This is an optimization exercise on Yosys and OpenROAD, whose aim is small area, not a production implementation.
Only simulation tests tie the RTL to the original design; equivalence was not proved.
No activity file was given, so power comes from the tool's default toggle rates.

**flow/design.v**
```verilog
`default_nettype none
package conv_pkg;
  localparam int pix_w = 8;                     
  localparam int out_delay = 23;                
  typedef logic [pix_w-1:0] pixel_t;            
  localparam logic [pix_w-1:0] pix_pol = 8'h81;
endpackage
`default_nettype wire
`default_nettype none
module row_skew_line #(
  parameter int depth = 23   
) (
  input  wire logic             clk,
  input  wire conv_pkg::pixel_t pix_in,
  output conv_pkg::pixel_t      pix_out
);
  conv_pkg::pixel_t shreg [depth];
  always_ff @(posedge clk) begin
    shreg[0] <= pix_in;
    for (int i = 1; i < depth; i++) begin
      shreg[i] <= shreg[i-1];
    end
  end
  assign pix_out = shreg[depth-1];
endmodule
`default_nettype wire
`default_nettype none
module mac_tap (
  input  wire logic clk,
  input  wire logic rst,
  output logic      valid
);
  logic [4:0] lfsr;
  logic       seen;
  always_ff @(posedge clk) begin
    if (rst) begin
      lfsr <= '0;
      seen <= 1'b0;
    end else begin
      lfsr <= {lfsr[3:0], ~(lfsr[4] ^ lfsr[2])};
      seen <= seen | (lfsr == 5'd26);
    end
  end
  assign valid = seen;
endmodule
`default_nettype wire
`default_nettype none
module fa_cell (
  input  wire logic a,
  input  wire logic b,
  input  wire logic ci,
  output logic      s,
  output logic      co
);
  assign s  = a ^ b ^ ci;
  assign co = (a & b) | (a & ci) | (b & ci);
endmodule
module ha_cell (
  input  wire logic a,
  input  wire logic b,
  output logic      s,
  output logic      co
);
  assign s  = a ^ b;
  assign co = a & b;
endmodule
`default_nettype wire
`default_nettype none
module mac_cascade (
  input  wire logic             clk,
  input  wire logic             rst,
  input  wire conv_pkg::pixel_t row0,
  input  wire conv_pkg::pixel_t row1,
  input  wire conv_pkg::pixel_t row2,
  input  wire conv_pkg::pixel_t row3,
  input  wire conv_pkg::pixel_t row4,
  output conv_pkg::pixel_t      pix_raw
);
  wire c2;
  wire c5;
  wire c7;
  wire c10;
  wire c12;
  wire c15;
  wire c17;
  wire c20;
  wire c22;
  wire c25;
  wire c27;
  wire c30;
  wire c34;
  wire c36;
  wire c39;
  wire c42;
  wire c44;
  wire c46;
  wire c48;
  wire c50;
  wire c52;
  wire c54;
  wire c56;
  wire c58;
  wire c60;
  wire c62;
  wire c64;
  wire c66;
  wire c70;
  wire c72;
  wire c74;
  wire c76;
  wire c78;
  wire c80;
  wire c82;
  wire c84;
  wire c86;
  wire c88;
  wire c90;
  wire c92;
  wire c94;
  wire c96;
  wire c98;
  wire c100;
  wire c102;
  wire c104;
  wire c118;
  wire c120;
  wire c122;
  wire c125;
  wire c127;
  wire c129;
  wire c131;
  wire c133;
  wire c135;
  wire c137;
  wire c139;
  wire c141;
  wire c143;
  wire c145;
  wire c147;
  wire c149;
  wire c151;
  wire c153;
  wire c155;
  wire c157;
  wire c159;
  wire c161;
  wire c163;
  wire c165;
  wire c167;
  wire c169;
  wire c171;
  wire c173;
  wire c175;
  wire c177;
  wire c179;
  wire c181;
  wire c185;
  wire c187;
  wire c189;
  wire c191;
  wire c193;
  wire c195;
  wire c204;
  wire c207;
  wire c210;
  wire c212;
  wire c214;
  wire c216;
  wire c219;
  wire c222;
  wire c224;
  wire c228;
  wire c230;
  wire c232;
  wire c242;
  wire c245;
  wire c248;
  wire c252;
  wire c256;
  wire c260;
  wire c263;
  wire c267;
  wire c270;
  wire c274;
  wire c276;
  wire c278;
  wire c280;
  wire c283;
  wire c285;
  wire c289;
  wire c292;
  wire c296;
  wire c299;
  wire c301;
  wire c303;
  wire c305;
  wire c307;
  wire c309;
  wire c311;
  wire c315;
  wire c317;
  wire c319;
  wire c322;
  wire c325;
  wire c328;
  wire g3;
  wire g8;
  wire g13;
  wire g18;
  wire g23;
  wire g28;
  wire g37;
  wire g40;
  wire g105;
  wire g106;
  wire g107;
  wire g108;
  wire g109;
  wire g110;
  wire g111;
  wire g112;
  wire g113;
  wire g114;
  wire g115;
  wire g116;
  wire g123;
  wire g196;
  wire g197;
  wire g198;
  wire g199;
  wire g200;
  wire g201;
  wire g202;
  wire g205;
  wire g208;
  wire g217;
  wire g220;
  wire g233;
  wire g234;
  wire g235;
  wire g236;
  wire g237;
  wire g238;
  wire g239;
  wire g240;
  wire g243;
  wire g246;
  wire g249;
  wire g250;
  wire g253;
  wire g254;
  wire g257;
  wire g258;
  wire g261;
  wire g264;
  wire g265;
  wire g268;
  wire g271;
  wire g272;
  wire g281;
  wire g290;
  wire g297;
  wire g312;
  wire g313;
  wire g320;
  wire g323;
  wire g326;
  wire g329;
  wire s1;
  wire s4;
  wire s6;
  wire s9;
  wire s11;
  wire s14;
  wire s16;
  wire s19;
  wire s21;
  wire s24;
  wire s26;
  wire s29;
  wire s33;
  wire s35;
  wire s38;
  wire s41;
  wire s43;
  wire s45;
  wire s47;
  wire s49;
  wire s51;
  wire s53;
  wire s55;
  wire s57;
  wire s59;
  wire s61;
  wire s63;
  wire s65;
  wire s69;
  wire s71;
  wire s73;
  wire s75;
  wire s77;
  wire s79;
  wire s81;
  wire s83;
  wire s85;
  wire s87;
  wire s89;
  wire s91;
  wire s93;
  wire s95;
  wire s97;
  wire s99;
  wire s101;
  wire s103;
  wire s117;
  wire s119;
  wire s121;
  wire s124;
  wire s126;
  wire s128;
  wire s130;
  wire s132;
  wire s134;
  wire s136;
  wire s138;
  wire s140;
  wire s142;
  wire s144;
  wire s146;
  wire s148;
  wire s150;
  wire s152;
  wire s154;
  wire s156;
  wire s158;
  wire s160;
  wire s162;
  wire s164;
  wire s166;
  wire s168;
  wire s170;
  wire s172;
  wire s174;
  wire s176;
  wire s178;
  wire s180;
  wire s184;
  wire s186;
  wire s188;
  wire s190;
  wire s192;
  wire s194;
  wire s203;
  wire s206;
  wire s209;
  wire s211;
  wire s213;
  wire s215;
  wire s218;
  wire s221;
  wire s223;
  wire s227;
  wire s229;
  wire s231;
  wire s241;
  wire s244;
  wire s247;
  wire s251;
  wire s255;
  wire s259;
  wire s262;
  wire s266;
  wire s269;
  wire s273;
  wire s275;
  wire s277;
  wire s279;
  wire s282;
  wire s284;
  wire s288;
  wire s291;
  wire s295;
  wire s298;
  wire s300;
  wire s302;
  wire s304;
  wire s306;
  wire s308;
  wire s310;
  wire s314;
  wire s316;
  wire s318;
  wire s321;
  wire s324;
  wire s327;
  logic ia_0_0;
  logic ia_1_0;
  logic ia_2_0;
  logic ia_3_0;
  logic ia_4_0;
  logic ia_5_0;
  logic ia_6_0;
  logic ia_6_1;
  logic ia_7_0;
  logic ia_8_0;
  logic ia_9_0;
  logic ip_0_0;
  logic ip_1_0;
  logic ip_2_0;
  logic ip_3_0;
  logic ip_4_0;
  logic ip_5_0;
  logic ip_6_0;
  logic ip_6_1;
  logic ip_7_0;
  logic ip_8_0;
  logic ip_9_0;
  logic i3_0_0;
  logic i3_1_0;
  logic i3_2_0;
  logic i3_3_0;
  logic i3_4_0;
  logic i3_5_0;
  logic i3_6_0;
  logic i3_7_0;
  logic i3_8_0;
  logic i3_9_0;
  logic i3_10_0;
  logic i3_11_0;
  logic z1_0_0;
  logic z1_1_0;
  logic z1_2_0;
  logic z1_3_0;
  logic z1_4_0;
  logic z1_5_0;
  logic z1_6_0;
  logic z1_6_1;
  logic z1_7_0;
  logic z1_8_0;
  logic z1_9_0;
  logic z1b_0_0;
  logic z1b_1_0;
  logic z1b_2_0;
  logic z1b_3_0;
  logic z1b_4_0;
  logic z1b_5_0;
  logic z1b_6_0;
  logic z1b_7_0;
  logic z1b_8_0;
  logic z1b_9_0;
  logic z1b_10_0;
  logic z1b_11_0;
  logic z1b_12_0;
  logic z1b_13_0;
  logic z1b_14_0;
  logic z3_0_0;
  logic z3_1_0;
  logic z3_2_0;
  logic z3_3_0;
  logic z3_4_0;
  logic z3_5_0;
  logic z3_6_0;
  logic z3_7_0;
  logic z3_8_0;
  logic z3_9_0;
  logic z3_10_0;
  logic z3_11_0;
  logic z3_11_1;
  logic z3_12_0;
  logic z3_13_0;
  logic z3_14_0;
  logic z3_15_0;
  logic z4_0_0;
  logic z4_1_0;
  logic z4_2_0;
  logic z4_3_0;
  logic z4_4_0;
  logic z4_5_0;
  logic z4_6_0;
  logic z4_7_0;
  logic z4_8_0;
  logic z4_9_0;
  logic z4_10_0;
  logic z4_11_0;
  logic z4_11_1;
  logic z4_12_0;
  logic z4_13_0;
  logic z4_14_0;
  logic z4_15_0;
  logic r0_8_0;
  logic r0_9_0;
  logic r0_9_1;
  logic r0_10_0;
  logic r0_10_1;
  logic r0_11_0;
  logic r0_12_0;
  logic r0_13_0;
  logic r0_14_0;
  logic r0_15_0;
  logic r1_0_0;
  logic r1_1_0;
  logic r1_2_0;
  logic r1_3_0;
  logic r1_4_0;
  logic r1_5_0;
  logic r1_6_0;
  logic r1_7_0;
  logic rst_q, rst_qq;   
  wire  rst_g = rst_q | rst_qq;
  ha_cell u_s1 (.a(row0[0]), .b(row4[0]), .s(s1), .co(c2));
  assign g3 = ~row2[0];
  fa_cell u_s4 (.a(row0[1]), .b(row4[1]), .ci(g3), .s(s4), .co(c5));
  ha_cell u_s6 (.a(c2), .b(s4), .s(s6), .co(c7));
  assign g8 = ~row2[1];
  fa_cell u_s9 (.a(row0[2]), .b(row4[2]), .ci(g8), .s(s9), .co(c10));
  fa_cell u_s11 (.a(c5), .b(s9), .ci(c7), .s(s11), .co(c12));
  assign g13 = ~row2[2];
  fa_cell u_s14 (.a(row0[3]), .b(row4[3]), .ci(g13), .s(s14), .co(c15));
  fa_cell u_s16 (.a(c10), .b(s14), .ci(c12), .s(s16), .co(c17));
  assign g18 = ~row2[3];
  fa_cell u_s19 (.a(row0[4]), .b(row4[4]), .ci(g18), .s(s19), .co(c20));
  fa_cell u_s21 (.a(c15), .b(s19), .ci(c17), .s(s21), .co(c22));
  assign g23 = ~row2[4];
  fa_cell u_s24 (.a(row0[5]), .b(row4[5]), .ci(g23), .s(s24), .co(c25));
  fa_cell u_s26 (.a(c20), .b(s24), .ci(c22), .s(s26), .co(c27));
  assign g28 = ~row2[5];
  fa_cell u_s29 (.a(row0[6]), .b(row4[6]), .ci(g28), .s(s29), .co(c30));
  ha_cell u_s33 (.a(c25), .b(s29), .s(s33), .co(c34));
  fa_cell u_s35 (.a(row0[7]), .b(row4[7]), .ci(c30), .s(s35), .co(c36));
  assign g37 = ~row2[6];
  fa_cell u_s38 (.a(g37), .b(c34), .ci(s35), .s(s38), .co(c39));
  assign g40 = ~row2[7];
  fa_cell u_s41 (.a(g40), .b(c36), .ci(c39), .s(s41), .co(c42));
  ha_cell u_s43 (.a(row1[0]), .b(row3[0]), .s(s43), .co(c44));
  fa_cell u_s45 (.a(row2[0]), .b(row1[1]), .ci(row3[1]), .s(s45), .co(c46));
  ha_cell u_s47 (.a(c44), .b(s45), .s(s47), .co(c48));
  fa_cell u_s49 (.a(row2[1]), .b(row1[2]), .ci(row3[2]), .s(s49), .co(c50));
  fa_cell u_s51 (.a(c46), .b(s49), .ci(c48), .s(s51), .co(c52));
  fa_cell u_s53 (.a(row2[2]), .b(row1[3]), .ci(row3[3]), .s(s53), .co(c54));
  fa_cell u_s55 (.a(c50), .b(s53), .ci(c52), .s(s55), .co(c56));
  fa_cell u_s57 (.a(row2[3]), .b(row1[4]), .ci(row3[4]), .s(s57), .co(c58));
  fa_cell u_s59 (.a(c54), .b(s57), .ci(c56), .s(s59), .co(c60));
  fa_cell u_s61 (.a(row2[4]), .b(row1[5]), .ci(row3[5]), .s(s61), .co(c62));
  fa_cell u_s63 (.a(c58), .b(s61), .ci(c60), .s(s63), .co(c64));
  fa_cell u_s65 (.a(row2[5]), .b(row1[6]), .ci(row3[6]), .s(s65), .co(c66));
  ha_cell u_s69 (.a(c62), .b(s65), .s(s69), .co(c70));
  fa_cell u_s71 (.a(row2[6]), .b(row3[7]), .ci(c66), .s(s71), .co(c72));
  fa_cell u_s73 (.a(row1[7]), .b(c70), .ci(s71), .s(s73), .co(c74));
  fa_cell u_s75 (.a(row2[7]), .b(c72), .ci(c74), .s(s75), .co(c76));
  ha_cell u_s77 (.a(ip_1_0), .b(ip_0_0), .s(s77), .co(c78));
  fa_cell u_s79 (.a(ip_2_0), .b(ip_1_0), .ci(c78), .s(s79), .co(c80));
  fa_cell u_s81 (.a(ip_3_0), .b(ip_2_0), .ci(c80), .s(s81), .co(c82));
  fa_cell u_s83 (.a(ip_4_0), .b(ip_3_0), .ci(c82), .s(s83), .co(c84));
  fa_cell u_s85 (.a(ip_5_0), .b(ip_4_0), .ci(c84), .s(s85), .co(c86));
  fa_cell u_s87 (.a(ip_6_0), .b(ip_6_1), .ci(ip_5_0), .s(s87), .co(c88));
  ha_cell u_s89 (.a(s87), .b(c86), .s(s89), .co(c90));
  fa_cell u_s91 (.a(ip_7_0), .b(ip_6_0), .ci(ip_6_1), .s(s91), .co(c92));
  fa_cell u_s93 (.a(c88), .b(s91), .ci(c90), .s(s93), .co(c94));
  fa_cell u_s95 (.a(ip_8_0), .b(ip_7_0), .ci(c92), .s(s95), .co(c96));
  ha_cell u_s97 (.a(s95), .b(c94), .s(s97), .co(c98));
  fa_cell u_s99 (.a(ip_9_0), .b(ip_8_0), .ci(c96), .s(s99), .co(c100));
  ha_cell u_s101 (.a(s99), .b(c98), .s(s101), .co(c102));
  fa_cell u_s103 (.a(ip_9_0), .b(c100), .ci(c102), .s(s103), .co(c104));
  assign g105 = ~rst_g & z1_0_0;
  assign g106 = ~(rst_g | z1_1_0);
  assign g107 = ~(rst_g | z1_2_0);
  assign g108 = ~(rst_g | z1_3_0);
  assign g109 = ~(rst_g | z1_4_0);
  assign g110 = ~(rst_g | z1_5_0);
  assign g111 = ~(rst_g | z1_6_0);
  assign g112 = ~rst_g & z1_6_1;
  assign g113 = ~(rst_g | z1_7_0);
  assign g114 = ~(rst_g | z1_8_0);
  assign g115 = ~rst_g & z1_9_0;
  assign g116 = ~g112;
  fa_cell u_s117 (.a(g111), .b(g116), .ci(row2[0]), .s(s117), .co(c118));
  fa_cell u_s119 (.a(g113), .b(row2[1]), .ci(c118), .s(s119), .co(c120));
  fa_cell u_s121 (.a(g114), .b(row2[2]), .ci(c120), .s(s121), .co(c122));
  assign g123 = ~g115;
  fa_cell u_s124 (.a(g123), .b(row2[3]), .ci(c122), .s(s124), .co(c125));
  ha_cell u_s126 (.a(row2[4]), .b(c125), .s(s126), .co(c127));
  ha_cell u_s128 (.a(row2[5]), .b(c127), .s(s128), .co(c129));
  ha_cell u_s130 (.a(row2[6]), .b(c129), .s(s130), .co(c131));
  ha_cell u_s132 (.a(row2[7]), .b(c131), .s(s132), .co(c133));
  ha_cell u_s134 (.a(z1b_1_0), .b(ia_0_0), .s(s134), .co(c135));
  fa_cell u_s136 (.a(z1b_2_0), .b(i3_0_0), .ci(ia_1_0), .s(s136), .co(c137));
  ha_cell u_s138 (.a(c135), .b(s136), .s(s138), .co(c139));
  fa_cell u_s140 (.a(z1b_3_0), .b(i3_1_0), .ci(ia_2_0), .s(s140), .co(c141));
  fa_cell u_s142 (.a(c137), .b(s140), .ci(c139), .s(s142), .co(c143));
  fa_cell u_s144 (.a(z1b_4_0), .b(i3_2_0), .ci(ia_3_0), .s(s144), .co(c145));
  fa_cell u_s146 (.a(c141), .b(s144), .ci(c143), .s(s146), .co(c147));
  fa_cell u_s148 (.a(z1b_5_0), .b(i3_3_0), .ci(ia_4_0), .s(s148), .co(c149));
  fa_cell u_s150 (.a(c145), .b(s148), .ci(c147), .s(s150), .co(c151));
  fa_cell u_s152 (.a(z1b_6_0), .b(i3_4_0), .ci(ia_5_0), .s(s152), .co(c153));
  fa_cell u_s154 (.a(c149), .b(s152), .ci(c151), .s(s154), .co(c155));
  fa_cell u_s156 (.a(z1b_7_0), .b(i3_5_0), .ci(ia_6_0), .s(s156), .co(c157));
  fa_cell u_s158 (.a(ia_6_1), .b(c153), .ci(s156), .s(s158), .co(c159));
  ha_cell u_s160 (.a(s158), .b(c155), .s(s160), .co(c161));
  fa_cell u_s162 (.a(z1b_8_0), .b(i3_6_0), .ci(ia_7_0), .s(s162), .co(c163));
  fa_cell u_s164 (.a(c157), .b(s162), .ci(c159), .s(s164), .co(c165));
  ha_cell u_s166 (.a(s164), .b(c161), .s(s166), .co(c167));
  fa_cell u_s168 (.a(z1b_9_0), .b(i3_7_0), .ci(ia_8_0), .s(s168), .co(c169));
  fa_cell u_s170 (.a(c163), .b(s168), .ci(c165), .s(s170), .co(c171));
  ha_cell u_s172 (.a(s170), .b(c167), .s(s172), .co(c173));
  fa_cell u_s174 (.a(z1b_10_0), .b(i3_8_0), .ci(ia_9_0), .s(s174), .co(c175));
  fa_cell u_s176 (.a(c169), .b(s174), .ci(c171), .s(s176), .co(c177));
  ha_cell u_s178 (.a(s176), .b(c173), .s(s178), .co(c179));
  fa_cell u_s180 (.a(z1b_11_0), .b(i3_9_0), .ci(c175), .s(s180), .co(c181));
  ha_cell u_s184 (.a(s180), .b(c177), .s(s184), .co(c185));
  fa_cell u_s186 (.a(z1b_12_0), .b(i3_10_0), .ci(c181), .s(s186), .co(c187));
  ha_cell u_s188 (.a(s186), .b(c185), .s(s188), .co(c189));
  fa_cell u_s190 (.a(z1b_13_0), .b(i3_11_0), .ci(c187), .s(s190), .co(c191));
  ha_cell u_s192 (.a(s190), .b(c189), .s(s192), .co(c193));
  fa_cell u_s194 (.a(z1b_14_0), .b(c191), .ci(c193), .s(s194), .co(c195));
  assign g196 = ~s138;
  assign g197 = ~s142;
  assign g198 = ~s146;
  assign g199 = ~s150;
  assign g200 = ~s172;
  assign g201 = ~s178;
  assign g202 = ~z3_3_0;
  ha_cell u_s203 (.a(g202), .b(i3_0_0), .s(s203), .co(c204));
  assign g205 = ~z3_4_0;
  fa_cell u_s206 (.a(i3_1_0), .b(g205), .ci(c204), .s(s206), .co(c207));
  assign g208 = ~z3_5_0;
  fa_cell u_s209 (.a(i3_2_0), .b(g208), .ci(c207), .s(s209), .co(c210));
  fa_cell u_s211 (.a(z3_6_0), .b(i3_3_0), .ci(c210), .s(s211), .co(c212));
  fa_cell u_s213 (.a(z3_7_0), .b(i3_4_0), .ci(c212), .s(s213), .co(c214));
  fa_cell u_s215 (.a(z3_8_0), .b(i3_5_0), .ci(c214), .s(s215), .co(c216));
  assign g217 = ~z3_9_0;
  fa_cell u_s218 (.a(i3_6_0), .b(g217), .ci(c216), .s(s218), .co(c219));
  assign g220 = ~z3_10_0;
  fa_cell u_s221 (.a(i3_7_0), .b(g220), .ci(c219), .s(s221), .co(c222));
  fa_cell u_s223 (.a(z3_11_0), .b(z3_11_1), .ci(i3_8_0), .s(s223), .co(c224));
  fa_cell u_s227 (.a(z3_12_0), .b(i3_9_0), .ci(c224), .s(s227), .co(c228));
  fa_cell u_s229 (.a(z3_13_0), .b(i3_10_0), .ci(c228), .s(s229), .co(c230));
  fa_cell u_s231 (.a(z3_14_0), .b(i3_11_0), .ci(c230), .s(s231), .co(c232));
  assign g233 = z3_15_0 ^ c232;
  assign g234 = ~s203;
  assign g235 = ~s206;
  assign g236 = ~s209;
  assign g237 = ~s218;
  assign g238 = ~s221;
  assign g239 = ~z4_0_0 & ~ia_0_0;
  assign g240 = ~ia_1_0;
  fa_cell u_s241 (.a(z4_1_0), .b(g240), .ci(g239), .s(s241), .co(c242));
  assign g243 = ~i3_0_0;
  fa_cell u_s244 (.a(z4_2_0), .b(ia_2_0), .ci(g243), .s(s244), .co(c245));
  assign g246 = (~s244 & c242) | (~s244 & s241) | (c242 & s241);
  fa_cell u_s247 (.a(z4_3_0), .b(ia_3_0), .ci(c245), .s(s247), .co(c248));
  assign g249 = (i3_1_0 & ~s247) | (i3_1_0 & g246) | (~s247 & g246);
  assign g250 = ~i3_2_0;
  fa_cell u_s251 (.a(z4_4_0), .b(ia_4_0), .ci(g250), .s(s251), .co(c252));
  assign g253 = (~s251 & ~c248) | (~s251 & g249) | (~c248 & g249);
  assign g254 = ~i3_3_0;
  fa_cell u_s255 (.a(z4_5_0), .b(ia_5_0), .ci(g254), .s(s255), .co(c256));
  assign g257 = (~c252 & ~s255) | (~c252 & g253) | (~s255 & g253);
  assign g258 = ~ia_6_1;
  fa_cell u_s259 (.a(z4_6_0), .b(i3_4_0), .ci(g258), .s(s259), .co(c260));
  assign g261 = ~s259;
  fa_cell u_s262 (.a(ia_6_0), .b(c256), .ci(g261), .s(s262), .co(c263));
  assign g264 = ~s262 & g257;
  assign g265 = ~ia_7_0;
  fa_cell u_s266 (.a(z4_7_0), .b(i3_5_0), .ci(g265), .s(s266), .co(c267));
  assign g268 = ~c263;
  fa_cell u_s269 (.a(c260), .b(s266), .ci(g268), .s(s269), .co(c270));
  assign g271 = s269 | g264;
  assign g272 = ~ia_8_0;
  fa_cell u_s273 (.a(z4_8_0), .b(i3_6_0), .ci(g272), .s(s273), .co(c274));
  fa_cell u_s275 (.a(c267), .b(s273), .ci(c270), .s(s275), .co(c276));
  ha_cell u_s277 (.a(s275), .b(g271), .s(s277), .co(c278));
  ha_cell u_s279 (.a(z4_9_0), .b(ia_9_0), .s(s279), .co(c280));
  assign g281 = ~s279;
  fa_cell u_s282 (.a(i3_7_0), .b(g281), .ci(c274), .s(s282), .co(c283));
  fa_cell u_s284 (.a(s282), .b(c276), .ci(c278), .s(s284), .co(c285));
  ha_cell u_s288 (.a(z4_10_0), .b(c280), .s(s288), .co(c289));
  assign g290 = ~s288;
  fa_cell u_s291 (.a(i3_8_0), .b(g290), .ci(c283), .s(s291), .co(c292));
  fa_cell u_s295 (.a(z4_11_0), .b(z4_11_1), .ci(i3_9_0), .s(s295), .co(c296));
  assign g297 = ~c289;
  fa_cell u_s298 (.a(g297), .b(s295), .ci(c292), .s(s298), .co(c299));
  fa_cell u_s300 (.a(z4_12_0), .b(i3_10_0), .ci(c296), .s(s300), .co(c301));
  ha_cell u_s302 (.a(s300), .b(c299), .s(s302), .co(c303));
  fa_cell u_s304 (.a(z4_13_0), .b(i3_11_0), .ci(c301), .s(s304), .co(c305));
  fa_cell u_s306 (.a(s304), .b(c303), .ci(s302), .s(s306), .co(c307));
  fa_cell u_s308 (.a(z4_14_0), .b(c307), .ci(s306), .s(s308), .co(c309));
  ha_cell u_s310 (.a(c305), .b(s308), .s(s310), .co(c311));
  assign g312 = z4_15_0 ^ c309 ^ c311;
  assign g313 = g312 ^ s310;
  ha_cell u_s314 (.a(r0_9_0), .b(r0_9_1), .s(s314), .co(c315));
  fa_cell u_s316 (.a(r0_10_0), .b(r0_10_1), .ci(c315), .s(s316), .co(c317));
  ha_cell u_s318 (.a(r0_11_0), .b(c317), .s(s318), .co(c319));
  assign g320 = ~r0_12_0;
  ha_cell u_s321 (.a(g320), .b(c319), .s(s321), .co(c322));
  assign g323 = ~r0_13_0;
  ha_cell u_s324 (.a(g323), .b(c322), .s(s324), .co(c325));
  assign g326 = ~r0_14_0;
  ha_cell u_s327 (.a(g326), .b(c325), .s(s327), .co(c328));
  assign g329 = r0_15_0 ^ c328;
  always_ff @(posedge clk) begin
    ia_0_0 <= s1;
    ia_1_0 <= s6;
    ia_2_0 <= s11;
    ia_3_0 <= s16;
    ia_4_0 <= s21;
    ia_5_0 <= s26;
    ia_6_0 <= s33;
    ia_6_1 <= c27;
    ia_7_0 <= s38;
    ia_8_0 <= s41;
    ia_9_0 <= c42;
    i3_0_0 <= ip_0_0;
    i3_1_0 <= s77;
    i3_2_0 <= s79;
    i3_3_0 <= s81;
    i3_4_0 <= s83;
    i3_5_0 <= s85;
    i3_6_0 <= s89;
    i3_7_0 <= s93;
    i3_8_0 <= s97;
    i3_9_0 <= s101;
    i3_10_0 <= s103;
    i3_11_0 <= c104;
    z1_0_0 <= ia_0_0;
    z1_1_0 <= ia_1_0;
    z1_2_0 <= ia_2_0;
    z1_3_0 <= ia_3_0;
    z1_4_0 <= ia_4_0;
    z1_5_0 <= ia_5_0;
    z1_6_0 <= ia_6_0;
    z1_6_1 <= ia_6_1;
    z1_7_0 <= ia_7_0;
    z1_8_0 <= ia_8_0;
    z1_9_0 <= ia_9_0;
    z1b_0_0 <= g105;
    z1b_1_0 <= g106;
    z1b_2_0 <= g107;
    z1b_3_0 <= g108;
    z1b_4_0 <= g109;
    z1b_5_0 <= g110;
    z1b_6_0 <= s117;
    z1b_7_0 <= s119;
    z1b_8_0 <= s121;
    z1b_9_0 <= s124;
    z1b_10_0 <= s126;
    z1b_11_0 <= s128;
    z1b_12_0 <= s130;
    z1b_13_0 <= s132;
    z1b_14_0 <= c133;
    r0_8_0 <= s277;
    r0_9_0 <= s277;
    r0_9_1 <= s284;
    r0_10_0 <= s291;
    r0_10_1 <= c285;
    r0_11_0 <= s298;
    r0_12_0 <= s302;
    r0_13_0 <= s306;
    r0_14_0 <= s310;
    r0_15_0 <= g313;
    r1_0_0 <= r0_8_0;
    r1_1_0 <= s314;
    r1_2_0 <= s316;
    r1_3_0 <= s318;
    r1_4_0 <= s321;
    r1_5_0 <= s324;
    r1_6_0 <= s327;
    r1_7_0 <= g329;
  end
  always_ff @(posedge clk) begin
    rst_q  <= rst;
    rst_qq <= rst_q;
  end
  always_ff @(posedge clk) begin
    if (rst) begin
      ip_0_0 <= 1'b0;
      ip_1_0 <= 1'b0;
      ip_2_0 <= 1'b0;
      ip_3_0 <= 1'b0;
      ip_4_0 <= 1'b0;
      ip_5_0 <= 1'b0;
      ip_6_0 <= 1'b0;
      ip_6_1 <= 1'b0;
      ip_7_0 <= 1'b0;
      ip_8_0 <= 1'b0;
      ip_9_0 <= 1'b0;
    end else begin
      ip_0_0 <= s43;
      ip_1_0 <= s47;
      ip_2_0 <= s51;
      ip_3_0 <= s55;
      ip_4_0 <= s59;
      ip_5_0 <= s63;
      ip_6_0 <= s69;
      ip_6_1 <= c64;
      ip_7_0 <= s73;
      ip_8_0 <= s75;
      ip_9_0 <= c76;
    end
  end
  always_ff @(posedge clk) begin
    if (rst_q) begin
      z3_0_0 <= 1'b0;
      z3_1_0 <= 1'b0;
      z3_2_0 <= 1'b0;
      z3_3_0 <= 1'b0;
      z3_4_0 <= 1'b0;
      z3_5_0 <= 1'b0;
      z3_6_0 <= 1'b0;
      z3_7_0 <= 1'b0;
      z3_8_0 <= 1'b0;
      z3_9_0 <= 1'b0;
      z3_10_0 <= 1'b0;
      z3_11_0 <= 1'b0;
      z3_11_1 <= 1'b0;
      z3_12_0 <= 1'b0;
      z3_13_0 <= 1'b0;
      z3_14_0 <= 1'b0;
      z3_15_0 <= 1'b0;
      z4_0_0 <= 1'b0;
      z4_1_0 <= 1'b0;
      z4_2_0 <= 1'b0;
      z4_3_0 <= 1'b0;
      z4_4_0 <= 1'b0;
      z4_5_0 <= 1'b0;
      z4_6_0 <= 1'b0;
      z4_7_0 <= 1'b0;
      z4_8_0 <= 1'b0;
      z4_9_0 <= 1'b0;
      z4_10_0 <= 1'b0;
      z4_11_0 <= 1'b0;
      z4_11_1 <= 1'b0;
      z4_12_0 <= 1'b0;
      z4_13_0 <= 1'b0;
      z4_14_0 <= 1'b0;
      z4_15_0 <= 1'b0;
    end else begin
      z3_0_0 <= z1b_0_0;
      z3_1_0 <= s134;
      z3_2_0 <= g196;
      z3_3_0 <= g197;
      z3_4_0 <= g198;
      z3_5_0 <= g199;
      z3_6_0 <= s154;
      z3_7_0 <= s160;
      z3_8_0 <= s166;
      z3_9_0 <= g200;
      z3_10_0 <= g201;
      z3_11_0 <= s184;
      z3_11_1 <= c179;
      z3_12_0 <= s188;
      z3_13_0 <= s192;
      z3_14_0 <= s194;
      z3_15_0 <= c195;
      z4_0_0 <= z3_0_0;
      z4_1_0 <= z3_1_0;
      z4_2_0 <= z3_2_0;
      z4_3_0 <= g234;
      z4_4_0 <= g235;
      z4_5_0 <= g236;
      z4_6_0 <= s211;
      z4_7_0 <= s213;
      z4_8_0 <= s215;
      z4_9_0 <= g237;
      z4_10_0 <= g238;
      z4_11_0 <= s223;
      z4_11_1 <= c222;
      z4_12_0 <= s227;
      z4_13_0 <= s229;
      z4_14_0 <= s231;
      z4_15_0 <= g233;
    end
  end
  assign pix_raw = {r1_7_0, r1_6_0, r1_5_0, r1_4_0, r1_3_0, r1_2_0, r1_1_0, r1_0_0};
endmodule
`default_nettype wire
`default_nettype none
module conv5x5_top (
  input  wire logic             clk,
  input  wire logic             rst,
  input  wire conv_pkg::pixel_t row0,      
  input  wire conv_pkg::pixel_t row1,
  input  wire conv_pkg::pixel_t row2,
  input  wire conv_pkg::pixel_t row3,
  input  wire conv_pkg::pixel_t row4,      
  output conv_pkg::pixel_t      pix_out    
);
  conv_pkg::pixel_t pix_raw, pix_del;
  logic valid;
  mac_cascade u_cascade (
    .clk (clk), .rst (rst),
    .row0 (row0), .row1 (row1), .row2 (row2), .row3 (row3), .row4 (row4),
    .pix_raw (pix_raw)
  );
  row_skew_line #(
    .depth (conv_pkg::out_delay - 2)
  ) u_delay (
    .clk     (clk),
    .pix_in  (pix_raw),
    .pix_out (pix_del)
  );
  mac_tap u_blank (
    .clk   (clk),
    .rst   (rst),
    .valid (valid)
  );
  assign pix_out = valid ? (pix_del ^ conv_pkg::pix_pol) : '0;
endmodule
`default_nettype wire
```
**flow/flow/run.sh**
```bash
#!/bin/bash
export BUFFER_PORTS_ARGS="-buffer_cell sky130_fd_sc_hd__buf_1"
export CTS_ARGS="-sink_clustering_enable -repair_clock_nets -dont_use_dummy_load -sink_clustering_size 11 -sink_clustering_max_diameter 50 -buf_list sky130_fd_sc_hd__clkbuf_4"
bash standard.sh > standard.log 2>&1
```
**flow/standard.sh**
```bash
#!/bin/bash
# synth_recipe.tcl (not shown) runs the flow's synth.tcl, then flattens the netlist and writes it again
# the make line also repeats each setting of config.mk as NAME=value (left out here)
make -C /OpenROAD-flow-scripts/flow DESIGN_CONFIG=/design/flow/config.mk WORK_HOME=/design/flow/orfs CLKGATE_MAP_FILE= SYNTH_SCRIPT=/design/flow/synth_recipe.tcl "${@:-finish}"
```
**flow/config.mk**
```make
export PLATFORM = sky130hd
export DESIGN_NAME = conv5x5_top
export DESIGN_NICKNAME = conv5x5_top
export VERILOG_FILES = /design/flow/design.v
export SDC_FILE = /design/flow/constraint.sdc
export NUM_CORES = 4
export LEC_CHECK = 0
export CAP_MARGIN = 20
export CORE_MARGIN = 2
export CORE_UTILIZATION = 65
export SLEW_MARGIN = 20
export SYNTH_HIERARCHICAL = 1
```
**flow/constraint.sdc**
```tcl
create_clock -name core_clock -period 4.0 [get_ports {clk}]
set_input_delay 0.8000 -clock core_clock [delete_from_list [all_inputs] [get_ports {clk}]]
set_output_delay 0.8000 -clock core_clock [all_outputs]
set_load 0.01 [all_outputs]
```
==> reports/metrics.yaml, run 1 <==
top_regs: "u_delay.shreg (168), u_blank.lfsr (5)"
hold_violations: 0
peakVddDrop_uv: 1180
r2r_cells: 10
r2r-end: "u_cascade.r0_15_0"
viasPerCell: 4.63
dp_hpwl_um: 7650
fmaxAchievable_ghz: 0.257
cts_tree: "built"
finalClockSkew_ns: 0.0660
power.total_mw: 8.32
final_max_slew_viol_count: 0
chipWidth_um: 120
firstDrtPassIters: 4
drive_gt1_share_pct: 8.24
clk_pin_slew_ns: 0.10
die_h_um: 120
setup_viol: 0
crit_type: "reg2reg"
hold_path_depth: 0
grt_max_degree: 22
routed_wl_um: 10300
layout_commonest_cell: "dfxtp_1"
syn-num-nets: 719
p_per_area_nw_per_um2: 885
tightest_slew_ns: 0.881
grt-ovfl-total: 0
hold_path_class: "reg2reg"
final.setup.worst_slack_ns: 0.113
routedWlPerCell_um: 12.9
start_util_pct: 66.4
cts.sinks: 287
grt_use_total_pct: 15.8
drtIter0Drc: 81
fin_crit_ns: 3.89
dieArea_um2: 14500
largest_register: "u_delay.shreg"
cts_buffers: 30
fp.coreArea_um2: 13200
nets: 790
syn_inst: 550
synth_seq_cells: 287
drtAntennaViolNets: 0
finalSetupTns_ns: 0
min_to: "u_delay.shreg[1][5]"
boundaryPins: 50
status: "finished clean"
r2r_start: "u_cascade.i3_6_0"
cts_buffer_depth: 3
avgSynthCellArea_um2: 16.0
hold_buffers: 0
antenna_found_initial: 1
h-tree-depth: 1
grt_pass1_wl_um: 18100
period_share_pct: 97.2
crit_fanout: 3
ys_seq_area_share_pct: 65.3
critPathRequiredTime_ns: 4.51
drc: 0
cts-root-buf: "clkbuf_4"
leakagePower_nw: 4.06
netlist_area_um2: 8800
grt_pass1_vias: 4021
num_vias: 3682
post-place-ws_ns: 0.0319
final_core_util_pct: 71.0
clock_latency_ns: 0.62
port_buffers: 49
synth.distinct_cells: 30
mostFrequentLayoutCells: "dfxtp_1 (285), fa_1 (92), buf_1 (49), ha_1 (33), inv_1 (31)"
endpoint_kind: "register"
arrival_ns: 4.40
rows: 42
start_kind: "register"
largest_reg_flops: 168
r2r_slack_ns: 0.11
syn_to_final_growth_pct: 6.84
gp_congestion: 0.755
maxCapViolCount: 0
yosys_warnings: 10
relSlewSlack_pct: 41.3
min_from: "u_delay.shreg[0][5]"
## Yosys stat by module, one instance, submodules excluded, excerpt
module	copies in the design	cell area, µm²	flip-flops and latches
mac_cascade	1	2900	113
mac_tap	1	184	6
conv5x5_top	1	62.6	0
fa_cell	93	20.0	0
ha_cell	34	12.5	0
## critical path, stage by stage, from the launching register on
cell     delay (ns)
dfxtp_4        0.38
fa_1           0.41
fa_2           0.35
fa_1           0.38
fa_1           0.37
ha_1           0.32
fa_1           0.51
fa_1           0.55
ha_4           0.22
xor2_2         0.17
xnor2_1        0.11
## how the worst max path moves through the flow
stage	start	cells past startpoint	endpoint	slack, ns
floorplan	u_cascade.ia_8_0	11	u_cascade.r0_15_0	0.23
global placement	u_cascade.ia_8_0	11	u_cascade.r0_15_0	0.12
detailed placement	u_cascade.ia_8_0	11	u_cascade.r0_15_0	0.03
CTS	u_cascade.ia_8_0	11	u_cascade.r0_15_0	0.02
global route	u_cascade.i3_6_0	10	u_cascade.r0_15_0	-0.02
finish	u_cascade.i3_6_0	10	u_cascade.r0_15_0	0.11
## synth_stat cells, drive strengths merged
library cell  count  area share, %
and3b             1           0.10
a2111oi           1           0.17
nor2b            30            2.2
clkbuf            3           0.14
o21a              1          0.085
and2b             8           0.71
a21bo             1           0.11
dfxtp           287             65
nor3              2           0.11
ha               34            4.8
a21oi             1          0.057
xor2              3           0.30
and2              7           0.58
a221oi            1           0.10
xnor2             3           0.30
inv              31            1.3
buf              11           0.85
fa               93             21
nor2             25            1.1
a211oi            1          0.085
or2               2           0.14
o22ai             1          0.071
nand2             2          0.085
a32o              1           0.11
## report_power, final
| group | internal, mW | leakage, nW | switching [mW] |
|---|---|---|---|
| Sequential | 4.19 | 2.41 | 0.429 |
| Combinational | 1.36 | 1.51 | 1.22 |
| Clock | 0.344 | 0.138 | 0.771 |
| Total | 5.90 | 4.06 | 2.42 |
## final cells by class
cell class / count / area [µm²]
Sequential cell: 287 / 5750
Antenna cell: 1 / 2.50
Inverter: 31 / 116
Fill cell: 914 / 3840
Clock buffer: 30 / 225
Timing Repair Buffer: 53 / 214
Multi-Input combinational cell: 218 / 2870
Tap cell: 176 / 220
## metrics by stage
stage	area, µm²	hold slack (ns)	instances
detailed placement	9130	0.312	763
floorplan	8800	0.310	550
finish	9400	0.259	796
CTS	9350	0.256	793
global route	9400	0.252	796
global placement	9130	0.310	763
## cell families (layout without fill, tap and decap cells)
| group | after synthesis | after routing | share of synthesized area [%] |
|---|---|---|---|
| AND/OR/NAND/NOR | 77 | 77 | 4.96 |
| flip-flops | 287 | 287 | 65.3 |
| AO/OA/AOI/OAI | 8 | 8 | 0.797 |
| buffers and inverters | 45 | 114 | 2.32 |
| adder cells (fa/ha/maj) | 127 | 127 | 26.0 |
| other | 0 | 1 | 0 |
| XOR/XNOR | 6 | 6 | 0.598 |
## per-layer routing
layer | part of all wire, % | wire length, µm | track usage, %
met1 | 43 | 4430 | 20.6
met3 | 3.4 | 345 | 3.30
met5 | 0 | 0 | 0
met2 | 51 | 5270 | 26.6
met4 | 2.4 | 249 | 5.45
## what timing repair did
item / CTS / global route
setup endpoints to repair: 0 / 1
setup buffers: 0 / 2
gates resized for setup: 0 / 6
==> run 2, diff against run 1 <==
--- a/flow/design.v
+++ b/flow/design.v
@@ -32,14 +32,14 @@
 );
-  logic [4:0] lfsr;
-  logic       seen;
+  localparam logic [15:0] fb_table = 16'b0011_0000_1110_1110;
+  logic [4:0] sr;
+  logic       fb;
+  assign fb = fb_table[{sr[4], sr[3], sr[2], sr[0]}];
   always_ff @(posedge clk) begin
     if (rst) begin
-      lfsr <= '0;
-      seen <= 1'b0;
+      sr <= 5'd3;
     end else begin
-      lfsr <= {lfsr[3:0], ~(lfsr[4] ^ lfsr[2])};
-      seen <= seen | (lfsr == 5'd26);
+      sr <= {sr[3:0], fb};
     end
   end
-  assign valid = seen;
+  assign valid = (sr == 5'd0);
 endmodule
==> run 2 against run 1 <==
Against the previous run: sequential cell count is 1 lower; highest routed layer unchanged; core utilization is 0.40 points lower; die area is 0.12% lower; maximum frequency is 1.9% higher; still clean; largest cell class unchanged; first-iteration DRC count is 11% higher; cell area is 0.56% lower; register-to-register slack better by 0.07 ns.
==> reports/metrics.yaml, run 2 <==
cts.sinks: 286  # -0.35%
relSlewSlack_pct: 46.6  # +5.3 points
routed_wl_um: 9790  # -4.8%
chipWidth_um: 120  # about the same
finalClockSkew_ns: 0.0692  # +0.00324 ns
grt_use_total_pct: 15.1  # -0.71 points
gp_congestion: 0.740  # -1.9%
ys_top_cells_by_count: "dfxtp_1 (286), fa_1 (93), ha_1 (34)"
hold_violations: 0  # unchanged
boundaryPins: 50  # unchanged
rsz0062_at_grt: "false"
top_regs: "u_delay.shreg (168), u_blank.sr (5)"
drtIter0Drc: 90  # +11%
start_kind: "register"
clock_latency_ns: 0.62  # about the same
arrival_ns: 4.33  # -0.07 ns
yosysMostFrequentCell: "dfxtp_1"
fp.coreArea_um2: 13200  # unchanged
synth_edf_count: 0  # unchanged
critPathRequiredTime_ns: 4.51  # about the same
drc: 0  # unchanged
avgSynthCellArea_um2: 16.0  # +0.25%
ys_async_sr_fraction_pct: 0  # unchanged
hold_ws_ns: 0.259  # -0.000254 ns
yosysTopAreaCellShare_pct: 65.2  # -0.15 points
hold_path_class: "reg2reg"
finalSetupTns_ns: 0  # unchanged
clk_pin_slew_ns: 0.11  # about the same
largest_register: "u_delay.shreg"
leakagePower_nw: 4.02  # -1.1%
tightest_slew_ns: 0.802  # -0.0795 ns
dominantRegCellSynth: "dfxtp_1"
viasPerCell: 4.63  # +0.14%
port_buffers: 49  # unchanged
cts_buffer_depth: 3  # unchanged
grt-ovfl-total: 0  # unchanged
fmaxAchievable_ghz: 0.262  # +1.9%
yosys_warnings: 10  # unchanged
period_share_pct: 95.3  # -1.8 points
synth_seq_cells: 286  # -0.35%
antenna_found_initial: 1  # unchanged
synth.distinct_cells: 31  # +3.3%
final_max_slew_viol_count: 0  # unchanged
num_vias: 3664  # -0.49%
maxCapViolCount: 0  # unchanged
setup_viol: 0  # unchanged
p_per_area_nw_per_um2: 848  # -4.2%
routedWlPerCell_um: 12.4  # -4.2%
cts_buffers: 30  # unchanged
r2r_start: "u_cascade.ia_8_0"
dp_hpwl_um: 7360  # -3.8%
synthTopCellsByArea: "dfxtp_1 (65%), fa_1 (21%), ha_1 (4.8%)"
ys_seq_area_share_pct: 65.2  # -0.15 points
dieArea_um2: 14500  # -0.12%
cts_tree: "built"
largest_reg_flops: 168  # unchanged
crit_path_start: "u_cascade.ia_8_0"
grt_pass1_wl_um: 17400  # -4.1%
min_from: "u_delay.shreg[0][5]"
status: "finished clean"
crit_fanout: 3  # unchanged
hold_buffers: 0  # unchanged
h-tree-depth: 1  # unchanged
grt_max_degree: 29  # +32%
endpoint_kind: "register"
crit_type: "reg2reg"
cts-root-buf: "clkbuf_4"
netlist_area_um2: 8790  # -0.11%
die_h_um: 120  # about the same
syn_to_final_growth_pct: 6.37
yosys.area.top_type: "dfxtp_1"
firstDrtPassIters: 4  # unchanged
syn-num-nets: 717  # -0.28%
peakVddDrop_uv: 1030  # -13%
syn_inst: 548  # -0.36%
layout_commonest_cell: "dfxtp_1"
drive_gt1_share_pct: 7.82  # -0.42 points
start_util_pct: 66.3  # -0.076 points
mostFrequentLayoutCells: "dfxtp_1 (284), fa_1 (91), buf_1 (49), ha_1 (34)"
fin_crit_ns: 3.81  # -0.0734 ns
nets: 785  # -0.63%
drtAntennaViolNets: 0  # unchanged
rows: 42  # unchanged
grt_pass1_vias: 4019  # -0.050%
## run 2: layer usage
layer  wire, µm  part of all wire [%]  vias to the layer above  global-route usage [%]
met5          0                     0                        -                       0
met4        199                   2.0                        0                    4.87
met3        404                   4.1                       16                    3.58
met2       4930                    50                       52                    25.9
met1       4260                    43                     1788                    19.1
li1           -                     -                     1808                       -
## run 2: final timing paths
kind,to,slack (ns),depth (start not counted)
min,u_delay.shreg[1][5],0.26,0
min reg2reg,u_delay.shreg[1][5],0.26,0
max,u_cascade.r0_15_0,0.19,11
max reg2reg,u_cascade.r0_15_0,0.19,11
## run 2: logic make-up after synthesis
group	Yosys count	synth area share [%]
AO/OA/AOI/OAI	8	0.769
XOR/XNOR	5	0.499
adder cells (fa/ha/maj)	127	26.0
buffers and inverters	44	2.28
flip-flops	286	65.2
AND/OR/NAND/NOR	78	5.25
## run 2: what timing repair did
item                                    4_1_cts  5_1_grt
resized for setup                             0        4
endpoints found under the hold margin         0        0
endpoints found under the setup margin        0        1
setup buffers                                 0        0
## run 2: worst max-delay path: stages (launching register included)
cell and delay, ns:
dfxtp_2 0.36, inv_1 0.05, fa_1 0.38, fa_2 0.36, fa_2 0.34, fa_1 0.37, ha_1 0.31, fa_1 0.52
fa_1 0.43, ha_1 0.31, xor2_1 0.18, xnor2_1 0.12
## run 2: area by class of cell
type	instances	area, µm²
Timing Repair Buffer	50	191
Inverter	30	113
Sequential cell	286	5730
Fill cell	937	3900
Multi-Input combinational cell	218	2870
Tap cell	176	220
Clock buffer	30	225
Antenna cell	1	2.50
## run 2: modules after synthesis (local to each module, per instance), a selection
module / flip-flops and latches / times used / cells inside
mac_cascade: 113 / 1 / 231
mac_tap: 5 / 1 / 14
fa_cell: 0 / 93 / 1
conv5x5_top: 0 / 1 / 8
ha_cell: 0 / 34 / 1
## run 2: report_power, final
group,total (mW),internal [mW],switching (mW)
combinational,2.21,1.14,1.07
clock,1.10,0.345,0.754
sequential,4.61,4.18,0.430
## run 2: per-stage QoR
| step | setup slack (ns) | utilization, % | cells | cell area (µm²) | total power, mW |
|---|---|---|---|---|---|
| after floorplan | 0.233 | - | 548 | 8790 | 6.34 |
| after global placement | 0.128 | 68.8 | 760 | 9110 | 6.82 |
| after detailed placement | 0.0562 | 68.8 | 760 | 9110 | 7.01 |
| after CTS | 0.0429 | 70.5 | 790 | 9340 | 8.12 |
| after global routing | 0.0182 | 70.6 | 791 | 9350 | 8.74 |
| final | 0.186 | 70.6 | 791 | 9350 | 7.92 |
==> run 3, diff against run 2 <==
--- a/flow/design.v
+++ b/flow/design.v
@@ -30,3 +30,5 @@
   input  wire logic rst,
-  output logic      valid
+  output logic      valid,
+  output logic      rst_q,    
+  output logic      rst_g     
 );
@@ -44,2 +46,4 @@
   assign valid = (sr == 5'd0);
+  assign rst_q = (sr == 5'd3);
+  assign rst_g = (sr[4:3] == 2'b00) && (sr[1:0] == 2'b11);   
 endmodule
@@ -70,3 +74,5 @@
   input  wire logic             clk,
-  input  wire logic             rst,
+  input  wire logic             rst,         
+  input  wire logic             rst_q,       
+  input  wire logic             rst_g,       
   input  wire conv_pkg::pixel_t row0,
@@ -91,3 +97,3 @@
   wire c34;
-  wire c36;
+  wire c37;
   wire c39;
@@ -176,4 +182,4 @@
   wire c245;
-  wire c248;
-  wire c252;
+  wire c249;
+  wire c253;
   wire c256;
@@ -188,3 +194,3 @@
   wire c283;
-  wire c285;
+  wire c287;
   wire c289;
@@ -211,3 +217,3 @@
   wire g28;
-  wire g37;
+  wire g35;
   wire g40;
@@ -247,5 +253,5 @@
   wire g246;
-  wire g249;
+  wire g247;
   wire g250;
-  wire g253;
+  wire g251;
   wire g254;
@@ -281,3 +287,3 @@
   wire s33;
-  wire s35;
+  wire s36;
   wire s38;
@@ -366,4 +372,4 @@
   wire s244;
-  wire s247;
-  wire s251;
+  wire s248;
+  wire s252;
   wire s255;
@@ -378,3 +384,3 @@
   wire s282;
-  wire s284;
+  wire s286;
   wire s288;
@@ -507,4 +513,2 @@
   logic r1_7_0;
-  logic rst_q, rst_qq;   
-  wire  rst_g = rst_q | rst_qq;
   ha_cell u_s1 (.a(row0[0]), .b(row4[0]), .s(s1), .co(c2));
@@ -528,7 +532,7 @@
   ha_cell u_s33 (.a(c25), .b(s29), .s(s33), .co(c34));
-  fa_cell u_s35 (.a(row0[7]), .b(row4[7]), .ci(c30), .s(s35), .co(c36));
-  assign g37 = ~row2[6];
-  fa_cell u_s38 (.a(g37), .b(c34), .ci(s35), .s(s38), .co(c39));
+  assign g35 = ~row2[6];
+  fa_cell u_s36 (.a(row0[7]), .b(row4[7]), .ci(g35), .s(s36), .co(c37));
+  fa_cell u_s38 (.a(c30), .b(s36), .ci(c34), .s(s38), .co(c39));
   assign g40 = ~row2[7];
-  fa_cell u_s41 (.a(g40), .b(c36), .ci(c39), .s(s41), .co(c42));
+  fa_cell u_s41 (.a(g40), .b(c37), .ci(c39), .s(s41), .co(c42));
   ha_cell u_s43 (.a(row1[0]), .b(row3[0]), .s(s43), .co(c44));
@@ -546,4 +550,4 @@
   ha_cell u_s69 (.a(c62), .b(s65), .s(s69), .co(c70));
-  fa_cell u_s71 (.a(row2[6]), .b(row3[7]), .ci(c66), .s(s71), .co(c72));
-  fa_cell u_s73 (.a(row1[7]), .b(c70), .ci(s71), .s(s73), .co(c74));
+  fa_cell u_s71 (.a(row2[6]), .b(row1[7]), .ci(row3[7]), .s(s71), .co(c72));
+  fa_cell u_s73 (.a(c66), .b(s71), .ci(c70), .s(s73), .co(c74));
   fa_cell u_s75 (.a(row2[7]), .b(c72), .ci(c74), .s(s75), .co(c76));
@@ -595,4 +599,4 @@
   fa_cell u_s154 (.a(c149), .b(s152), .ci(c151), .s(s154), .co(c155));
-  fa_cell u_s156 (.a(z1b_7_0), .b(i3_5_0), .ci(ia_6_0), .s(s156), .co(c157));
-  fa_cell u_s158 (.a(ia_6_1), .b(c153), .ci(s156), .s(s158), .co(c159));
+  fa_cell u_s156 (.a(z1b_7_0), .b(ia_6_0), .ci(ia_6_1), .s(s156), .co(c157));
+  fa_cell u_s158 (.a(i3_5_0), .b(c153), .ci(s156), .s(s158), .co(c159));
   ha_cell u_s160 (.a(s158), .b(c155), .s(s160), .co(c161));
@@ -643,3 +647,3 @@
   assign g238 = ~s221;
-  assign g239 = ~z4_0_0 & ~ia_0_0;
+  assign g239 = ~ia_0_0 & ~z4_0_0;
   assign g240 = ~ia_1_0;
@@ -647,12 +651,12 @@
   assign g243 = ~i3_0_0;
-  fa_cell u_s244 (.a(z4_2_0), .b(ia_2_0), .ci(g243), .s(s244), .co(c245));
+  fa_cell u_s244 (.a(ia_2_0), .b(z4_2_0), .ci(g243), .s(s244), .co(c245));
   assign g246 = (~s244 & c242) | (~s244 & s241) | (c242 & s241);
-  fa_cell u_s247 (.a(z4_3_0), .b(ia_3_0), .ci(c245), .s(s247), .co(c248));
-  assign g249 = (i3_1_0 & ~s247) | (i3_1_0 & g246) | (~s247 & g246);
-  assign g250 = ~i3_2_0;
-  fa_cell u_s251 (.a(z4_4_0), .b(ia_4_0), .ci(g250), .s(s251), .co(c252));
-  assign g253 = (~s251 & ~c248) | (~s251 & g249) | (~c248 & g249);
-  assign g254 = ~i3_3_0;
-  fa_cell u_s255 (.a(z4_5_0), .b(ia_5_0), .ci(g254), .s(s255), .co(c256));
-  assign g257 = (~c252 & ~s255) | (~c252 & g253) | (~s255 & g253);
+  assign g247 = ~i3_1_0;
+  fa_cell u_s248 (.a(ia_3_0), .b(z4_3_0), .ci(g247), .s(s248), .co(c249));
+  assign g250 = (~c245 & ~s248) | (~c245 & g246) | (~s248 & g246);
+  assign g251 = ~i3_2_0;
+  fa_cell u_s252 (.a(ia_4_0), .b(z4_4_0), .ci(g251), .s(s252), .co(c253));
+  assign g254 = (~c249 & ~s252) | (~c249 & g250) | (~s252 & g250);
+  fa_cell u_s255 (.a(ia_5_0), .b(z4_5_0), .ci(c253), .s(s255), .co(c256));
+  assign g257 = (i3_3_0 & ~s255) | (i3_3_0 & g254) | (~s255 & g254);
   assign g258 = ~ia_6_1;
@@ -660,3 +664,3 @@
   assign g261 = ~s259;
-  fa_cell u_s262 (.a(ia_6_0), .b(c256), .ci(g261), .s(s262), .co(c263));
+  fa_cell u_s262 (.a(ia_6_0), .b(g261), .ci(c256), .s(s262), .co(c263));
   assign g264 = ~s262 & g257;
@@ -671,6 +675,6 @@
   ha_cell u_s277 (.a(s275), .b(g271), .s(s277), .co(c278));
-  ha_cell u_s279 (.a(z4_9_0), .b(ia_9_0), .s(s279), .co(c280));
+  ha_cell u_s279 (.a(ia_9_0), .b(z4_9_0), .s(s279), .co(c280));
   assign g281 = ~s279;
   fa_cell u_s282 (.a(i3_7_0), .b(g281), .ci(c274), .s(s282), .co(c283));
-  fa_cell u_s284 (.a(s282), .b(c276), .ci(c278), .s(s284), .co(c285));
+  fa_cell u_s286 (.a(s282), .b(c276), .ci(c278), .s(s286), .co(c287));
   ha_cell u_s288 (.a(z4_10_0), .b(c280), .s(s288), .co(c289));
@@ -685,4 +689,4 @@
   fa_cell u_s306 (.a(s304), .b(c303), .ci(s302), .s(s306), .co(c307));
-  fa_cell u_s308 (.a(z4_14_0), .b(c307), .ci(s306), .s(s308), .co(c309));
-  ha_cell u_s310 (.a(c305), .b(s308), .s(s310), .co(c311));
+  fa_cell u_s308 (.a(z4_14_0), .b(c305), .ci(s306), .s(s308), .co(c309));
+  ha_cell u_s310 (.a(c307), .b(s308), .s(s310), .co(c311));
   assign g312 = z4_15_0 ^ c309 ^ c311;
@@ -750,6 +754,6 @@
     r0_8_0 <= s277;
-    r0_9_0 <= s277;
-    r0_9_1 <= s284;
+    r0_9_0 <= s286;
+    r0_9_1 <= s277;
     r0_10_0 <= s291;
-    r0_10_1 <= c285;
+    r0_10_1 <= c287;
     r0_11_0 <= s298;
@@ -769,6 +773,2 @@
   always_ff @(posedge clk) begin
-    rst_q  <= rst;
-    rst_qq <= rst_q;
-  end
-  always_ff @(posedge clk) begin
     if (rst) begin
@@ -887,5 +887,5 @@
   conv_pkg::pixel_t pix_raw, pix_del;
-  logic valid;
+  logic valid, rst_q, rst_g;
   mac_cascade u_cascade (
-    .clk (clk), .rst (rst),
+    .clk (clk), .rst (rst), .rst_q (rst_q), .rst_g (rst_g),
     .row0 (row0), .row1 (row1), .row2 (row2), .row3 (row3), .row4 (row4),
@@ -903,3 +903,5 @@
     .rst   (rst),
-    .valid (valid)
+    .valid (valid),
+    .rst_q (rst_q),
+    .rst_g (rst_g)
   );
--- a/flow/config.mk
+++ b/flow/config.mk
@@ -9,3 +9,3 @@
 export CORE_MARGIN = 2
-export CORE_UTILIZATION = 65
+export CORE_UTILIZATION = 75
 export SLEW_MARGIN = 20
==> run 3 against run 2 <==
Against the previous run: maximum frequency about the same; die area decreased by 14%; clock skew decreased by 0.045 ns; via count increased by 0.44%; register-to-register slack about the same; combinational power increased by 26%; first-iteration DRC count increased by 40%; critical path type unchanged; largest cell class unchanged.
==> reports/metrics.yaml, run 3 <==
critPathBufInv: 1  # unchanged
syn-num-nets: 714  # -0.42%
critical_path.top_delay_family: "adder cells"
ys_async_sr_fraction_pct: 0  # unchanged
maxCapViolCount: 0  # unchanged
register_area_um2: 5690  # -0.70%
yosys.area.top_type: "dfxtp_1"
boundaryPins: 50  # unchanged
peakVddDrop_uv: 2040  # +99%
firstDrtPassIters: 4  # unchanged
routed_wl_um: 10700  # +9.0%
grt-ovfl-total: 0  # unchanged
finalClockSkew_ns: 0.0245  # -0.0447 ns
grt_max_degree: 32  # +10%
power_frac_seq_pct: 54.8  # -3.4 points
largest_register: "u_delay.shreg"
drc: 0  # unchanged
hold_violations: 0  # unchanged
p_sw_mw: 2.59  # +15%
dieArea_um2: 12500  # -14%
grt_pass1_vias: 4134  # +2.9%
cts_tree: "built"
path_cells: "inv_1 -> fa_1 -> fa_2 -> fa_1 -> fa_2 -> ha_4 -> fa_1 -> fa_1 -> ha_1 -> xor2_1 -> xnor2_1"
mostFrequentLayoutCells: "dfxtp_1 (282), fa_1 (91), buf_1 (49), nor2b_1 (37), ha_1 (33)"
start_kind: "register"
fmaxAchievable_ghz: 0.262  # about the same
synth_seq_cells: 284  # -0.70%
viasPerCell: 4.87  # +5.2%
gp_congestion: 0.759  # +2.5%
cts_buffers: 29  # -3.3%
nets: 783  # -0.25%
relSlewSlack_pct: 47.2  # +0.63 points
cts_buffer_depth: 3  # unchanged
cp_common_cell: "fa_1"
yosys_warnings: 10  # unchanged
fin_crit_ns: 3.81  # -0.000907 ns
cts-root-buf: "clkbuf_4"
final_max_slew_viol_count: 0  # unchanged
ys_seq_area_share_pct: 65.2  # about the same
drive_gt1_share_pct: 8.17  # +0.35 points
period_share_pct: 95.3  # about the same
num_vias: 3680  # +0.44%
hold_buffers: 0  # unchanged
rows: 39  # -7.1%
drtAntennaViolNets: 0  # unchanged
endpoint_kind: "register"
grt_pass1_wl_um: 18600  # +7.2%
tightest_slew_ns: 0.792  # -0.00946 ns
combPwrFrac_pct: 32.5  # +4.6 points
n_fill_cell: 604  # -36%
h-tree-depth: 1  # unchanged
power.total_mw: 8.56  # +8.1%
netlist_area_um2: 8720  # -0.80%
yosysMostFrequentCell: "dfxtp_1"
power.internal_mw: 5.97  # +5.3%
drtIter0Drc: 126  # +40%
p_per_area_nw_per_um2: 925  # +9.1%
clk_pin_slew_ns: 0.11  # about the same
multiInputGateArea_um2: 2860  # about the same
setup_viol: 0  # unchanged
routedWlPerCell_um: 14.1  # +14%
slowest_stage: "fa_1"
clock_latency_ns: 0.60  # -0.02 ns
crit_type: "reg2reg"
die_h_um: 112  # -7.0%
fp.coreArea_um2: 11400  # -14%
dominantRegCellSynth: "dfxtp_1"
dp_hpwl_um: 8140  # +11%
slowest_delay_ns: 0.54  # +0.02 ns
syn_to_final_growth_pct: 6.24
yosysTopAreaCellShare_pct: 65.2  # about the same
largest_reg_flops: 168  # unchanged
chipWidth_um: 112  # -7.0%
rsz0062_at_grt: "false"
arrival_ns: 4.31  # -0.02 ns
crit_fanout: 3  # unchanged
post_cts_buffers: 0  # unchanged
swShare_pct: 30.3  # +1.8 points
hold_path_class: "reg2reg"
ys_top_cells_by_count: "dfxtp_1 (284), fa_1 (93), nor2b_1 (37)"
synth.distinct_cells: 26  # -16%
status: "finished clean"
grt_use_total_pct: 18.8  # +3.7 points
p_clk_share_pct: 12.6  # -1.3 points
port_buffers: 49  # unchanged
finalSetupTns_ns: 0  # unchanged
cts.sinks: 284  # -0.70%
antenna_found_initial: 0  # -1
synth_edf_count: 0  # unchanged
start_util_pct: 76.7  # +10 points
n_antenna_cell: 0  # -1
leakagePower_nw: 4.00  # -0.55%
layout_commonest_cell: "dfxtp_1"
synthTopCellsByArea: "dfxtp_1 (65%), fa_1 (21%), ha_1 (4.9%)"
critPathRequiredTime_ns: 4.50  # about the same
avgSynthCellArea_um2: 16.0  # -0.25%
syn_inst: 545  # -0.55%
top_regs: "u_delay.shreg (168), u_blank.sr (5)"
[run 3: cell count changes after synthesis, sizes merged, moves of 2 or more]
cell	delta
buf	-3
nor3	+2
dfxtp	-2
nor2b	+7
clkbuf	+2
or2	-2
and2b	-6
nand2b	+3
[run 3: per-module statistics from Yosys, one instance, submodules excluded, a selection]
| module | cell area, µm² | cells | times used |
|---|---|---|---|
| fa_cell | 20.0 | 1 | 93 |
| conv5x5_top | 62.6 | 8 | 1 |
| mac_tap | 181 | 18 | 1 |
| mac_cascade | 2820 | 224 | 1 |
| ha_cell | 12.5 | 1 | 34 |
[run 3: power groups by stage]
stage          Clock (mW)  Combinational (mW)  Sequential (mW)
2_1_floorplan           0                2.00             4.60
3_3_place_gp            0                2.38             4.69
3_5_place_dp            0                2.72             4.78
4_1_cts              1.13                2.80             4.73
5_1_grt              1.23                3.24             4.84
6_report             1.08                2.79             4.69
[run 3: kinds of logic after synthesis]
kind of cell | share of synthesized area, %
DFF | 65.2
adders and majority gates | 26.4
and+or+nand+nor | 5.18
buffers and inverters | 2.20
AOI/OAI and AO/OA | 0.517
xor gates and xnor gates | 0.503
[run 3: timing repair]
item / CTS / global route
endpoints found under the setup margin: 0 / 1
endpoints found under the hold margin: 0 / 0
resized for setup: 0 / 5
[run 3: cell type report]
class	count	share of cell area, %
Sequential cell	284	61.4
Tap cell	143	1.93
Clock buffer	29	2.35
Multi-Input combinational cell	218	30.9
Inverter	30	1.22
Timing Repair Buffer	51	2.15
[run 3: layer usage]
layer / GRT usage, % / part of all wire [%] / up-vias
li1: - / - / 1795
met1: 23.2 / 41 / 1803
met2: 34.5 / 54 / 59
met3: 2.94 / 2.9 / 23
met4: 5.43 / 2.3 / 0
met5: 0 / 0 / -
[run 3: worst register-to-register path, stage by stage (launching register included)]
cell     delay, ns
dfxtp_2       0.36
inv_1         0.05
fa_1          0.39
fa_2          0.37
fa_1          0.39
fa_2          0.37
ha_4          0.23
fa_1          0.54
fa_1          0.42
ha_1          0.30
xor2_1        0.17
xnor2_1       0.12
[run 3: worst paths after layout]
kind	slack [ns]	cells after the start	startpoint	end
max reg2reg	0.19	11	u_cascade.ia_8_0	u_cascade.r0_15_0
min	0.32	0	u_delay.shreg[3][6]	u_delay.shreg[4][6]
max	0.19	11	u_cascade.ia_8_0	u_cascade.r0_15_0
min reg2reg	0.32	0	u_delay.shreg[3][6]	u_delay.shreg[4][6]
[run 3: metrics by stage]
step / hold WS, ns / util [%] / area, µm² / setup slack (ns) / cells
4_1_cts: 0.316 / 81.3 / 9240 / 0.0135 / 755
2_1_floorplan: 0.310 / - / 8720 / 0.233 / 545
5_1_grt: 0.313 / 81.4 / 9260 / 0.00787 / 755
6_report: 0.315 / 81.4 / 9260 / 0.187 / 755
3_3_place_gp: 0.310 / 79.3 / 9020 / 0.134 / 726
3_5_place_dp: 0.312 / 79.4 / 9020 / 0.0362 / 726

[afterwards: timing with drivers on the ports]
In the flow no input, the clock included, has a driving cell. The finished layouts below were timed again as built, in two steps.
Step 1 sets driving cells, clkbuf_16 on the clock port and buf_2 on the other inputs (assumed; they add their load-dependent delay and slew).
Step 2 adds t to the input delays and takes it off the output delays; t is the mean of the earliest and latest rising clock arrival at the registers after step 1. Input paths then give back, and output paths get back, about the clock's delay inside the block.
Three values: ideal, step 1, step 2; two values: the first two.
run | t (ns) | setup WS [ns] | slew at the worst register clock pin (ns) | worst slew at a driven data input, ns
run 1 | 0.637 | 0.113 / 0.113 / 0.113 | 0.12 / 0.12 | 0.03
run 2 | 0.620 | 0.186 / 0.186 / 0.186 | 0.12 / 0.12 | 0.03
run 3 | 0.623 | 0.187 / 0.187 / 0.187 | 0.12 / 0.12 | 0.03
After both steps setup and hold are still met in every run listed.
